Context: an optimization exercise on an open-source flow, tuned for small area, a short achievable clock period and few clock cycles per item. The choices shown serve that exercise and are no tape-out recipe. Only simulation tests tie the RTL to the original design; equivalence was not proved. Power figures rest on the tool's default switching activity, not on a simulated workload.

==> onyx: inputs <==
==> flow/design.v <==
`timescale 1ns / 1ps
`default_nettype none
package mps_pkg;
  localparam int SAMPLE_BITS = 16;
  localparam int POOLED_W    = SAMPLE_BITS - 1;
  localparam int COL_W       = 8;
  localparam int CHAN_W      = 10;
  localparam int IN_DATA_W   = 16;
  localparam int OUT_DATA_W  = 48;
  localparam int CFG_IDX_W   = 2;
  localparam int CFG_DATA_W  = 11;
  localparam int MEM_DEPTH   = 128;
  localparam int MEM_AW      = 7;
endpackage
`default_nettype wire
`timescale 1ns / 1ps
`default_nettype none
import mps_pkg::*;
module max_pool_stream (
  input  wire logic                           clk,
  input  wire logic                           rst_n,
  input  wire logic                           in_tvalid,
  output logic                                in_tready,
  input  wire logic [mps_pkg::IN_DATA_W-1:0]  in_tdata,
  output logic                                out_tvalid,
  input  wire logic                           out_tready,
  output logic [mps_pkg::OUT_DATA_W-1:0]      out_tdata,
  output logic                                out_tlast,
  input  wire logic                           cfg_wr_en,
  input  wire logic [mps_pkg::CFG_IDX_W-1:0]  cfg_index,
  input  wire logic [mps_pkg::CFG_DATA_W-1:0] cfg_wr_data
);
  logic [2:0] pm1;
  logic [7:0] wm1, hm1;
  logic [9:0] cm1;
  logic       restart;    
  always_ff @(posedge clk) begin
    if (!rst_n) begin
      pm1 <= 3'd1;
      wm1 <= 8'd27;
      hm1 <= 8'd27;
      cm1 <= 10'd0;
    end else if (cfg_wr_en) begin
      case (cfg_index)
        2'd0: pm1 <= (cfg_wr_data[3:0] == 4'd0) ? 3'd0 :
                     (cfg_wr_data[3] ? 3'd7 : cfg_wr_data[2:0] - 3'd1);
        2'd1: wm1 <= (cfg_wr_data[8:0] == 9'd0) ? 8'd0 :
                     (cfg_wr_data[8] ? 8'd255 : cfg_wr_data[7:0] - 8'd1);
        2'd2: hm1 <= (cfg_wr_data[8:0] == 9'd0) ? 8'd0 :
                     (cfg_wr_data[8] ? 8'd255 : cfg_wr_data[7:0] - 8'd1);
        default: cm1 <= (cfg_wr_data[10:0] == 11'd0) ? 10'd0 :
                        (cfg_wr_data[10] ? 10'd1023 : cfg_wr_data[9:0] - 10'd1);
      endcase
    end
  end
  always_ff @(posedge clk) begin
    restart <= !rst_n || cfg_wr_en;
  end
  logic one_win;
  always_ff @(posedge clk) begin
    one_win <= wm1 <= {4'd0, pm1, 1'b0};
  end
  logic       div_go, div_busy, div_busy_n;
  logic [3:0] div_cnt;
  logic [3:0] div_r;      
  logic [7:0] div_q;      
  logic [4:0] div_t;
  logic       div_ge;
  logic [6:0] n;
  always_ff @(posedge clk) begin
    div_go <= !rst_n || (cfg_wr_en && !cfg_index[1]);
  end
  always_comb begin
    div_t  = {div_r, div_q[7]};
    div_ge = div_t >= {1'b0, {1'b0, pm1} + 4'd1};
    if (div_go) div_busy_n = 1'b1;
    else if (div_busy && div_cnt == 4'd0) div_busy_n = 1'b0;
    else div_busy_n = div_busy;
  end
  always_ff @(posedge clk) begin
    div_busy <= div_busy_n;
    if (div_go) begin
      div_r   <= '0;
      div_q   <= wm1 - {4'd0, pm1, 1'b0} - 8'd1;
      div_cnt <= 4'd8;
    end else if (div_busy && div_cnt != 4'd0) begin
      div_r   <= div_ge ? 4'(div_t - {1'b0, {1'b0, pm1} + 4'd1}) : div_t[3:0];
      div_q   <= {div_q[6:0], div_ge};
      div_cnt <= div_cnt - 4'd1;
    end
  end
  assign n = div_q[6:0];
  logic p_one, w_fit, h_fit, w_one, h_one, c_one;
  always_comb begin
    p_one = pm1 == 3'd0;
    w_fit = wm1 >= {5'd0, pm1};
    h_fit = hm1 >= {5'd0, pm1};
    w_one = wm1 == 8'd0;
    h_one = hm1 == 8'd0;
    c_one = cm1 == 10'd0;
  end
  logic                skid_v, s1_v, out_v, s1_v_n;
  logic [POOLED_W-1:0] skid_s, s1_s;
  logic                s1_emit, s1_hold, s1_go, s1_free, s1_load, in_fire;
  logic [2:0] cw, rw;           
  logic [7:0] colrem, rowrem;   
  logic [7:0] oc, orow;
  logic [9:0] ch;
  logic       col_ok, row_ok;   
  logic       cw0, cwl, rw0, rwl, row_end, chan_end, last_ch, oc0;
  logic [2:0] cw_n, rw_n;
  logic [7:0] colrem_n, rowrem_n, oc_n, orow_n;
  logic [9:0] ch_n;
  logic       col_ok_n, row_ok_n;
  logic       cw0_n, cwl_n, rw0_n, rwl_n, row_end_n, chan_end_n, last_ch_n, oc0_n;
  logic in_win;
  always_comb begin
    in_win    = col_ok && row_ok;
    s1_emit   = s1_v && in_win && cwl && rwl;
    s1_hold   = div_busy && in_win && cw0 && !p_one && !(rw0 && oc0);
    s1_go     = s1_v && !s1_hold && (!s1_emit || !out_v || out_tready);
    s1_free   = !s1_v || s1_go;
    in_tready = !skid_v;
    in_fire   = in_tvalid && !skid_v;
    s1_load   = s1_free && (skid_v || in_fire);
    s1_v_n    = !(!rst_n || cfg_wr_en) && (s1_load || (s1_v && !s1_go));
  end
  always_ff @(posedge clk) begin
    if (!rst_n || cfg_wr_en) skid_v <= 1'b0;
    else skid_v <= skid_v ? !s1_free : (in_fire && !s1_free);
    s1_v <= s1_v_n;
  end
  always_comb begin
    cw_n = cw;  cw0_n = cw0;  cwl_n = cwl;
    rw_n = rw;  rw0_n = rw0;  rwl_n = rwl;
    colrem_n = colrem;  row_end_n = row_end;
    rowrem_n = rowrem;  chan_end_n = chan_end;
    oc_n = oc;  oc0_n = oc0;  orow_n = orow;
    ch_n = ch;  last_ch_n = last_ch;
    col_ok_n = col_ok;  row_ok_n = row_ok;
    if (restart) begin
      cw_n = 3'd0;  cw0_n = 1'b1;  cwl_n = p_one;
      rw_n = 3'd0;  rw0_n = 1'b1;  rwl_n = p_one;
      colrem_n = wm1;  row_end_n = w_one;
      rowrem_n = hm1;  chan_end_n = h_one;
      oc_n = 8'd0;  oc0_n = 1'b1;  orow_n = 8'd0;
      ch_n = 10'd0;  last_ch_n = c_one;
      col_ok_n = w_fit;  row_ok_n = h_fit;
    end else if (s1_go) begin
      if (row_end) begin
        cw_n = 3'd0;  cw0_n = 1'b1;  cwl_n = p_one;
        colrem_n = wm1;  row_end_n = w_one;
        oc_n = 8'd0;  oc0_n = 1'b1;
        col_ok_n = w_fit;
        if (chan_end) begin
          rw_n = 3'd0;  rw0_n = 1'b1;  rwl_n = p_one;
          rowrem_n = hm1;  chan_end_n = h_one;
          orow_n = 8'd0;
          row_ok_n = h_fit;
          ch_n = last_ch ? 10'd0 : ch + 10'd1;
          last_ch_n = last_ch ? c_one : (ch + 10'd1 == cm1);
        end else begin
          rowrem_n = rowrem - 8'd1;
          chan_end_n = rowrem == 8'd1;
          if (rwl) begin
            rw_n = 3'd0;  rw0_n = 1'b1;  rwl_n = p_one;
            orow_n = orow + 8'd1;
            row_ok_n = rowrem > {5'd0, pm1};
          end else begin
            rw_n = rw + 3'd1;  rw0_n = 1'b0;  rwl_n = rw + 3'd1 == pm1;
          end
        end
      end else begin
        colrem_n = colrem - 8'd1;
        row_end_n = colrem == 8'd1;
        if (cwl) begin
          cw_n = 3'd0;  cw0_n = 1'b1;  cwl_n = p_one;
          oc_n = oc + 8'd1;  oc0_n = 1'b0;
          col_ok_n = colrem > {5'd0, pm1};
        end else begin
          cw_n = cw + 3'd1;  cw0_n = 1'b0;  cwl_n = cw + 3'd1 == pm1;
        end
      end
    end
  end
  always_ff @(posedge clk) begin
    cw <= cw_n;  cw0 <= cw0_n;  cwl <= cwl_n;
    rw <= rw_n;  rw0 <= rw0_n;  rwl <= rwl_n;
    colrem <= colrem_n;  row_end <= row_end_n;
    rowrem <= rowrem_n;  chan_end <= chan_end_n;
    oc <= oc_n;  oc0 <= oc0_n;  orow <= orow_n;
    ch <= ch_n;  last_ch <= last_ch_n;
    col_ok <= col_ok_n;  row_ok <= row_ok_n;
  end
  logic [POOLED_W-1:0] acc, acc_nxt, x_in;
  logic [POOLED_W-1:0] x32, x16, x8, x4, x2, x1, x0, tail;
  logic                push, gt_acc, gt_rd, from_acc, from_rd, upd;
  logic                c_acc, c_tail, c_s;
  always_ff @(posedge clk) begin
    push <= s1_v_n && col_ok_n && row_ok_n && cw0_n &&
            !(div_busy_n && !p_one && !(rw0_n && oc0_n));
  end
  always_comb begin
    from_acc = !cw0 || (!rw0 && one_win);
    from_rd  = cw0 && !rw0 && !one_win;
    upd      = s1_v && in_win && !s1_hold;
    x_in     = skid_v ? skid_s : (in_tdata[15] ? '0 : in_tdata[14:0]);
    c_acc    = x_in > acc;
    c_tail   = x_in > tail;
    c_s      = x_in > s1_s;
  end
  always_ff @(posedge clk) begin
    if (in_fire && !s1_free)
      skid_s <= in_tdata[15] ? '0 : in_tdata[14:0];
    if (s1_load) begin
      s1_s  <= x_in;
      gt_rd <= c_tail;
      if (!upd) gt_acc <= c_acc;
      else if (from_acc) gt_acc <= c_acc && c_s;
      else if (from_rd) gt_acc <= c_tail && c_s;
      else gt_acc <= c_s;
    end
  end
  always_comb begin
    if (from_acc) acc_nxt = gt_acc ? s1_s : acc;
    else if (from_rd) acc_nxt = gt_rd ? s1_s : tail;
    else acc_nxt = s1_s;
  end
  always_ff @(posedge clk) begin
    if (upd) acc <= acc_nxt;
  end
  logic [POOLED_W-1:0] seg64 [64];
  logic [POOLED_W-1:0] seg32 [32];
  logic [POOLED_W-1:0] seg16 [16];
  logic [POOLED_W-1:0] seg8  [8];
  logic [POOLED_W-1:0] seg4  [4];
  logic [POOLED_W-1:0] seg2  [2];
  logic [POOLED_W-1:0] seg1;
  always_comb begin
    x32 = n[6] ? seg64[63] : acc;
    x16 = n[5] ? seg32[31] : x32;
    x8  = n[4] ? seg16[15] : x16;
    x4  = n[3] ? seg8[7]   : x8;
    x2  = n[2] ? seg4[3]   : x4;
    x1  = n[1] ? seg2[1]   : x2;
    x0  = n[0] ? seg1      : x1;
  end
  always_ff @(posedge clk) begin
    if (push) begin
      seg64[0] <= acc;
      for (int i = 1; i < 64; i++) seg64[i] <= seg64[i-1];
      seg32[0] <= x32;
      for (int i = 1; i < 32; i++) seg32[i] <= seg32[i-1];
      seg16[0] <= x16;
      for (int i = 1; i < 16; i++) seg16[i] <= seg16[i-1];
      seg8[0] <= x8;
      for (int i = 1; i < 8; i++) seg8[i] <= seg8[i-1];
      seg4[0] <= x4;
      for (int i = 1; i < 4; i++) seg4[i] <= seg4[i-1];
      seg2[0] <= x2;
      seg2[1] <= seg2[0];
      seg1    <= x1;
      tail    <= x0;
    end
  end
  logic [POOLED_W-1:0] out_p;
  logic [7:0]          out_c, out_r;
  logic [9:0]          out_ch;
  logic                out_l;
  always_ff @(posedge clk) begin
    if (!rst_n) out_v <= 1'b0;
    else if (s1_emit && (!out_v || out_tready)) out_v <= 1'b1;
    else if (out_tready) out_v <= 1'b0;
  end
  always_ff @(posedge clk) begin
    if (s1_emit && (!out_v || out_tready)) begin
      out_p  <= acc_nxt;
      out_c  <= oc;
      out_r  <= orow;
      out_ch <= ch;
      out_l  <= last_ch && (colrem <= {5'd0, pm1}) && (rowrem <= {5'd0, pm1});
    end
  end
  assign out_tvalid = out_v;
  assign out_tdata  = {7'd0, out_ch, out_r, out_c, out_p};
  assign out_tlast  = out_l;
endmodule
`default_nettype wire
==> flow/run.sh <==
#!/bin/bash
# synth_recipe.tcl (not shown) runs the flow's synth.tcl, then flattens the netlist and writes it again
# the make line also repeats each setting of config.mk as NAME=value (left out here)
make -C /OpenROAD-flow-scripts/flow DESIGN_CONFIG=/design/flow/config.mk WORK_HOME=/design/flow/orfs CLKGATE_MAP_FILE= SYNTH_SCRIPT=/design/flow/synth_recipe.tcl finish
==> flow/config.mk <==
export PLATFORM = sky130hd
export DESIGN_NAME = max_pool_stream
export DESIGN_NICKNAME = max_pool_stream
export VERILOG_FILES = /design/flow/design.v
export SDC_FILE = /design/flow/constraint.sdc
export NUM_CORES = 4
export LEC_CHECK = 0
export CAP_MARGIN = 20
export CORE_ASPECT_RATIO = 0.5
export CORE_MARGIN = 2
export CORE_UTILIZATION = 65
export CTS_CLUSTER_DIAMETER = 100
export CTS_CLUSTER_SIZE = 30
export PLACE_DENSITY = 0.75
export SETUP_SLACK_MARGIN = 3.2
export SLEW_MARGIN = 20
==> flow/constraint.sdc <==
create_clock -name core_clock -period 5.5 [get_ports {clk}]
set_input_delay 1.1000 -clock core_clock [delete_from_list [all_inputs] [get_ports {clk}]]
set_output_delay 1.1000 -clock core_clock [all_outputs]
set_load 0.01 [all_outputs]
==> sierra: changes against onyx <==
--- a/flow/design.v
+++ b/flow/design.v
@@ -30,9 +30,28 @@
   input  wire logic [mps_pkg::CFG_IDX_W-1:0]  cfg_index,
   input  wire logic [mps_pkg::CFG_DATA_W-1:0] cfg_wr_data
 );
+  function automatic logic gt15(input logic [14:0] a, input logic [14:0] b);
+    logic [15:0] g, e;
+    g = {1'b0, a & ~b};
+    e = {1'b1, ~(a ^ b)};
+    for (int i = 1; i < 16; i += 2) begin
+      g[i] = g[i] | (e[i] & g[i-1]);
+      e[i] = e[i] & e[i-1];
+    end
+    for (int i = 3; i < 16; i += 4) begin
+      g[i] = g[i] | (e[i] & g[i-2]);
+      e[i] = e[i] & e[i-2];
+    end
+    for (int i = 7; i < 16; i += 8) begin
+      g[i] = g[i] | (e[i] & g[i-4]);
+      e[i] = e[i] & e[i-4];
+    end
+    gt15 = g[15] | (e[15] & g[7]);
+  endfunction
   logic [2:0] pm1;
   logic [7:0] wm1, hm1;
   logic [9:0] cm1;
+  logic [8:0] wfull;      
   logic       restart;    
   always_ff @(posedge clk) begin
     if (!rst_n) begin
@@ -40,12 +59,17 @@
       wm1 <= 8'd27;
       hm1 <= 8'd27;
       cm1 <= 10'd0;
+      wfull <= 9'd28;
     end else if (cfg_wr_en) begin
       case (cfg_index)
         2'd0: pm1 <= (cfg_wr_data[3:0] == 4'd0) ? 3'd0 :
                      (cfg_wr_data[3] ? 3'd7 : cfg_wr_data[2:0] - 3'd1);
-        2'd1: wm1 <= (cfg_wr_data[8:0] == 9'd0) ? 8'd0 :
-                     (cfg_wr_data[8] ? 8'd255 : cfg_wr_data[7:0] - 8'd1);
+        2'd1: begin
+          wm1   <= (cfg_wr_data[8:0] == 9'd0) ? 8'd0 :
+                   (cfg_wr_data[8] ? 8'd255 : cfg_wr_data[7:0] - 8'd1);
+          wfull <= (cfg_wr_data[8:0] == 9'd0) ? 9'd1 :
+                   (cfg_wr_data[8] ? 9'd256 : cfg_wr_data[8:0]);
+        end
         2'd2: hm1 <= (cfg_wr_data[8:0] == 9'd0) ? 8'd0 :
                      (cfg_wr_data[8] ? 8'd255 : cfg_wr_data[7:0] - 8'd1);
         default: cm1 <= (cfg_wr_data[10:0] == 11'd0) ? 10'd0 :
@@ -56,40 +80,50 @@
   always_ff @(posedge clk) begin
     restart <= !rst_n || cfg_wr_en;
   end
-  logic one_win;
-  always_ff @(posedge clk) begin
-    one_win <= wm1 <= {4'd0, pm1, 1'b0};
-  end
   logic       div_go, div_busy, div_busy_n;
   logic [3:0] div_cnt;
   logic [3:0] div_r;      
-  logic [7:0] div_q;      
+  logic [8:0] div_q;      
   logic [4:0] div_t;
   logic       div_ge;
+  logic [7:0] nwin;
+  logic       div_fin;
   logic [6:0] n;
+  logic       one_win, two_win;
   always_ff @(posedge clk) begin
     div_go <= !rst_n || (cfg_wr_en && !cfg_index[1]);
   end
   always_comb begin
-    div_t  = {div_r, div_q[7]};
-    div_ge = div_t >= {1'b0, {1'b0, pm1} + 4'd1};
+    div_t   = {div_r, div_q[8]};
+    div_ge  = div_t > {2'd0, pm1};
+    nwin    = div_q[7:0];
+    div_fin = div_busy && div_cnt == 4'd0;
     if (div_go) div_busy_n = 1'b1;
-    else if (div_busy && div_cnt == 4'd0) div_busy_n = 1'b0;
+    else if (div_fin) div_busy_n = 1'b0;
     else div_busy_n = div_busy;
   end
   always_ff @(posedge clk) begin
     div_busy <= div_busy_n;
     if (div_go) begin
-      div_r   <= '0;
-      div_q   <= wm1 - {4'd0, pm1, 1'b0} - 8'd1;
-      div_cnt <= 4'd8;
+      div_r <= '0;
+      case (pm1)
+        3'd1:    begin div_q <= {1'b0, wfull[8:1]};   div_cnt <= 4'd0; end
+        3'd3:    begin div_q <= {2'b0, wfull[8:2]};   div_cnt <= 4'd0; end
+        3'd7:    begin div_q <= {3'b0, wfull[8:3]};   div_cnt <= 4'd0; end
+        default: begin div_q <= wfull;                div_cnt <= 4'd9; end
+      endcase
     end else if (div_busy && div_cnt != 4'd0) begin
-      div_r   <= div_ge ? 4'(div_t - {1'b0, {1'b0, pm1} + 4'd1}) : div_t[3:0];
-      div_q   <= {div_q[6:0], div_ge};
+      div_r   <= div_ge ? 4'(div_t + ~{2'd0, pm1}) : div_t[3:0];
+      div_q   <= {div_q[7:0], div_ge};
       div_cnt <= div_cnt - 4'd1;
     end
+    if (div_fin) begin
+      one_win <= nwin <= 8'd1;
+      two_win <= nwin == 8'd2;
+      n       <= (nwin >= 8'd67) ? {1'b1, 6'(nwin[5:0] - 6'd1)}
+                                 : {1'b0, 6'(nwin[5:0] - 6'd3)};
+    end
   end
-  assign n = div_q[6:0];
   logic p_one, w_fit, h_fit, w_one, h_one, c_one;
   always_comb begin
     p_one = pm1 == 3'd0;
@@ -102,6 +136,7 @@
   logic                skid_v, s1_v, out_v, s1_v_n;
   logic [POOLED_W-1:0] skid_s, s1_s;
   logic                s1_emit, s1_hold, s1_go, s1_free, s1_load, in_fire;
+  logic                hold;
   logic [2:0] cw, rw;           
   logic [7:0] colrem, rowrem;   
   logic [7:0] oc, orow;
@@ -117,10 +152,9 @@
   always_comb begin
     in_win    = col_ok && row_ok;
     s1_emit   = s1_v && in_win && cwl && rwl;
-    s1_hold   = div_busy && in_win && cw0 && !p_one && !(rw0 && oc0);
+    s1_hold   = hold;
     s1_go     = s1_v && !s1_hold && (!s1_emit || !out_v || out_tready);
     s1_free   = !s1_v || s1_go;
-    in_tready = !skid_v;
     in_fire   = in_tvalid && !skid_v;
     s1_load   = s1_free && (skid_v || in_fire);
     s1_v_n    = !(!rst_n || cfg_wr_en) && (s1_load || (s1_v && !s1_go));
@@ -193,10 +227,14 @@
     col_ok <= col_ok_n;  row_ok <= row_ok_n;
   end
   logic [POOLED_W-1:0] acc, acc_nxt, x_in;
-  logic [POOLED_W-1:0] x32, x16, x8, x4, x2, x1, x0, tail;
+  logic [POOLED_W-1:0] x32, x16, x8, xm, x2, x1, xt, mid, tail;
   logic                push, gt_acc, gt_rd, from_acc, from_rd, upd;
+  logic                k_acc, k_s, k_upd, k_fa, k_fr;
   logic                c_acc, c_tail, c_s;
+  logic                ci_acc, ci_tail, ci_s, ck_acc, ck_tail, ck_s;
   always_ff @(posedge clk) begin
+    hold <= div_busy_n && col_ok_n && row_ok_n && cw0_n && !p_one &&
+            !(rw0_n && oc0_n);
     push <= s1_v_n && col_ok_n && row_ok_n && cw0_n &&
             !(div_busy_n && !p_one && !(rw0_n && oc0_n));
   end
@@ -205,9 +243,15 @@
     from_rd  = cw0 && !rw0 && !one_win;
     upd      = s1_v && in_win && !s1_hold;
     x_in     = skid_v ? skid_s : (in_tdata[15] ? '0 : in_tdata[14:0]);
-    c_acc    = x_in > acc;
-    c_tail   = x_in > tail;
-    c_s      = x_in > s1_s;
+    ci_acc   = !in_tdata[15] && gt15(in_tdata[14:0], acc);
+    ci_tail  = !in_tdata[15] && gt15(in_tdata[14:0], tail);
+    ci_s     = !in_tdata[15] && gt15(in_tdata[14:0], s1_s);
+    ck_acc   = gt15(skid_s, acc);
+    ck_tail  = gt15(skid_s, tail);
+    ck_s     = gt15(skid_s, s1_s);
+    c_acc    = skid_v ? ck_acc  : ci_acc;
+    c_tail   = skid_v ? ck_tail : ci_tail;
+    c_s      = skid_v ? ck_s    : ci_s;
   end
   always_ff @(posedge clk) begin
     if (in_fire && !s1_free)
@@ -215,13 +259,20 @@
     if (s1_load) begin
       s1_s  <= x_in;
       gt_rd <= c_tail;
-      if (!upd) gt_acc <= c_acc;
-      else if (from_acc) gt_acc <= c_acc && c_s;
-      else if (from_rd) gt_acc <= c_tail && c_s;
-      else gt_acc <= c_s;
+      k_acc <= c_acc;
+      k_s   <= c_s;
+      k_upd <= upd;
+      k_fa  <= from_acc;
+      k_fr  <= from_rd;
     end
   end
   always_comb begin
+    if (!k_upd) gt_acc = k_acc;
+    else if (k_fa) gt_acc = k_acc && k_s;
+    else if (k_fr) gt_acc = gt_rd && k_s;
+    else gt_acc = k_s;
+  end
+  always_comb begin
     if (from_acc) acc_nxt = gt_acc ? s1_s : acc;
     else if (from_rd) acc_nxt = gt_rd ? s1_s : tail;
     else acc_nxt = s1_s;
@@ -229,7 +280,7 @@
   always_ff @(posedge clk) begin
     if (upd) acc <= acc_nxt;
   end
-  logic [POOLED_W-1:0] seg64 [64];
+  logic [POOLED_W-1:0] seg62 [62];
   logic [POOLED_W-1:0] seg32 [32];
   logic [POOLED_W-1:0] seg16 [16];
   logic [POOLED_W-1:0] seg8  [8];
@@ -237,52 +288,83 @@
   logic [POOLED_W-1:0] seg2  [2];
   logic [POOLED_W-1:0] seg1;
   always_comb begin
-    x32 = n[6] ? seg64[63] : acc;
+    x32 = n[6] ? seg62[61] : acc;
     x16 = n[5] ? seg32[31] : x32;
     x8  = n[4] ? seg16[15] : x16;
-    x4  = n[3] ? seg8[7]   : x8;
-    x2  = n[2] ? seg4[3]   : x4;
+    xm  = n[3] ? seg8[7]   : x8;
+    x2  = n[2] ? seg4[3]   : mid;
     x1  = n[1] ? seg2[1]   : x2;
-    x0  = n[0] ? seg1      : x1;
+    xt  = n[0] ? seg1      : x1;
   end
   always_ff @(posedge clk) begin
     if (push) begin
-      seg64[0] <= acc;
-      for (int i = 1; i < 64; i++) seg64[i] <= seg64[i-1];
+      seg62[0] <= acc;
+      for (int i = 1; i < 62; i++) seg62[i] <= seg62[i-1];
       seg32[0] <= x32;
       for (int i = 1; i < 32; i++) seg32[i] <= seg32[i-1];
       seg16[0] <= x16;
       for (int i = 1; i < 16; i++) seg16[i] <= seg16[i-1];
       seg8[0] <= x8;
       for (int i = 1; i < 8; i++) seg8[i] <= seg8[i-1];
-      seg4[0] <= x4;
+      mid     <= xm;
+      seg4[0] <= mid;
       for (int i = 1; i < 4; i++) seg4[i] <= seg4[i-1];
       seg2[0] <= x2;
       seg2[1] <= seg2[0];
       seg1    <= x1;
-      tail    <= x0;
+      tail    <= two_win ? acc : xt;
     end
   end
-  logic [POOLED_W-1:0] out_p;
-  logic [7:0]          out_c, out_r;
-  logic [9:0]          out_ch;
-  logic                out_l;
+  logic [POOLED_W-1:0] out_p, od_p;
+  logic [7:0]          out_c, out_r, od_c, od_r;
+  logic [9:0]          out_ch, od_ch;
+  logic                out_l, od_l, out_l_n, out_ld, ov, rdy;
+  always_comb begin
+    out_ld  = s1_emit && (!out_v || out_tready);
+    out_l_n = last_ch && (colrem <= {5'd0, pm1}) && (rowrem <= {5'd0, pm1});
+  end
   always_ff @(posedge clk) begin
     if (!rst_n) out_v <= 1'b0;
-    else if (s1_emit && (!out_v || out_tready)) out_v <= 1'b1;
+    else if (out_ld) out_v <= 1'b1;
     else if (out_tready) out_v <= 1'b0;
   end
   always_ff @(posedge clk) begin
-    if (s1_emit && (!out_v || out_tready)) begin
+    if (!rst_n) ov <= 1'b0;
+    else if (s1_emit && (!ov || out_tready)) ov <= 1'b1;
+    else if (out_tready) ov <= 1'b0;
+  end
+  always_ff @(posedge clk) begin
+    if (!rst_n || cfg_wr_en) rdy <= 1'b1;
+    else if (!rdy) rdy <= s1_free;
+    else rdy <= !(in_tvalid && !s1_free);
+  end
+  always_ff @(posedge clk) begin
+    if (out_ld) begin
       out_p  <= acc_nxt;
       out_c  <= oc;
       out_r  <= orow;
       out_ch <= ch;
-      out_l  <= last_ch && (colrem <= {5'd0, pm1}) && (rowrem <= {5'd0, pm1});
+      out_l  <= out_l_n;
+    end
+  end
+  always_ff @(posedge clk) begin
+    if (!rst_n) begin
+      od_p  <= '0;
+      od_c  <= '0;
+      od_r  <= '0;
+      od_ch <= '0;
+      od_l  <= 1'b0;
+    end else begin
+      od_p  <= out_ld ? acc_nxt : out_p;
+      od_c  <= out_ld ? oc      : out_c;
+      od_r  <= out_ld ? orow    : out_r;
+      od_ch <= out_ld ? ch      : out_ch;
+      od_l  <= out_ld ? out_l_n : out_l;
     end
   end
-  assign out_tvalid = out_v;
-  assign out_tdata  = {7'd0, out_ch, out_r, out_c, out_p};
-  assign out_tlast  = out_l;
+  assign in_tready  = rdy;
+  assign out_tvalid = ov;
+  assign out_tdata  = {7'd0, od_ch, od_r, od_c, od_p};
+  assign out_tlast  = od_l;
 endmodule
 `default_nettype wire
Settings changed: CTS_CLUSTER_SIZE 30 to 24, TNS_END_PERCENT from default to 10.
==> run summary <==
quantity                                                            sierra                     onyx
Outcome                                            complete, no violations  complete, no violations
Die W                                                               476 um                   468 um
Final clock period utilization by the worst path                     44.1%                    45.7%
Number of synthesized flops with an enable pin                        1999                     2038
Critical Path RT                                                   4400 ps                  5950 ps
Net Sw Frac                                                          21.8%                    21.0%
Sum of buffers and inverters on the critical path                        1                        2
Number of setup buffers added after CTS                                 16                       86
First-pass GRT wire length                                       186000 um                163000 um
Post-cts resize count                                                  301                      399
TritonCTS buffer count                                                 100                       80
Vias in the first global route                                       29875                    26884
Fillcell total                                                        6344                     5884
Detailed-route via count                                             30645                    28215
Maximum net fanout on the critical path                                  1                        4
Combinational share of power                                          6.6%                     7.7%
Capturing instance or port of the critical path              out_tdata[35]         gt_acc$_DFFE_PP_
Internal Power                                                     22.9 mW                  21.9 mW
P_seq                                                              19.2 mW                  18.4 mW
Placed inst area                                                75100 um^2               72500 um^2
Cell depth of the worst flop-to-flop path                                6                        8
Flops & latches, synth                                                2172                     2120
Met2 routed wirelength                                            57600 um                 50300 um
Number of nets in the final layout                                    3839                     3547
Testbench counts of onyx, summed over its fixed seeds: cycles 177,616, samples 176,956.
Testbench counts of sierra, summed over its fixed seeds: cycles 177,457, samples 176,956.

-- separate check: timing with driven ports --
How much do the figures lean on ideal ports? The routed layouts below were timed once more, with nothing changed but the port constraints.
Step 1 sets driving cells, clkbuf_16 on the clock port and buf_2 on the other inputs (assumed; they add their load-dependent delay and slew).
Step 2 times the ports against the registers' clock, not the clock port: input delays grow and output delays shrink by t, the midpoint of the rising clock arrivals with the driver on.
a / b / c = ideal / step 1 / step 2; a / b = the first two.
run | t (ns) | setup slack, ns | hold WS [ns] | worst setup path at the end
onyx | 0.777 | 2.984 / 2.910 / 2.251 | 0.407 / 0.407 / 0.407 | input to register
sierra | 0.810 | 3.077 / 2.996 / 2.369 | 0.404 / 0.404 / 0.404 | input to register
After both steps setup and hold are still met in every run listed. The setup slack of onyx, which loses most, moves by -0.074 ns with the drivers and by -0.733 ns with both steps.
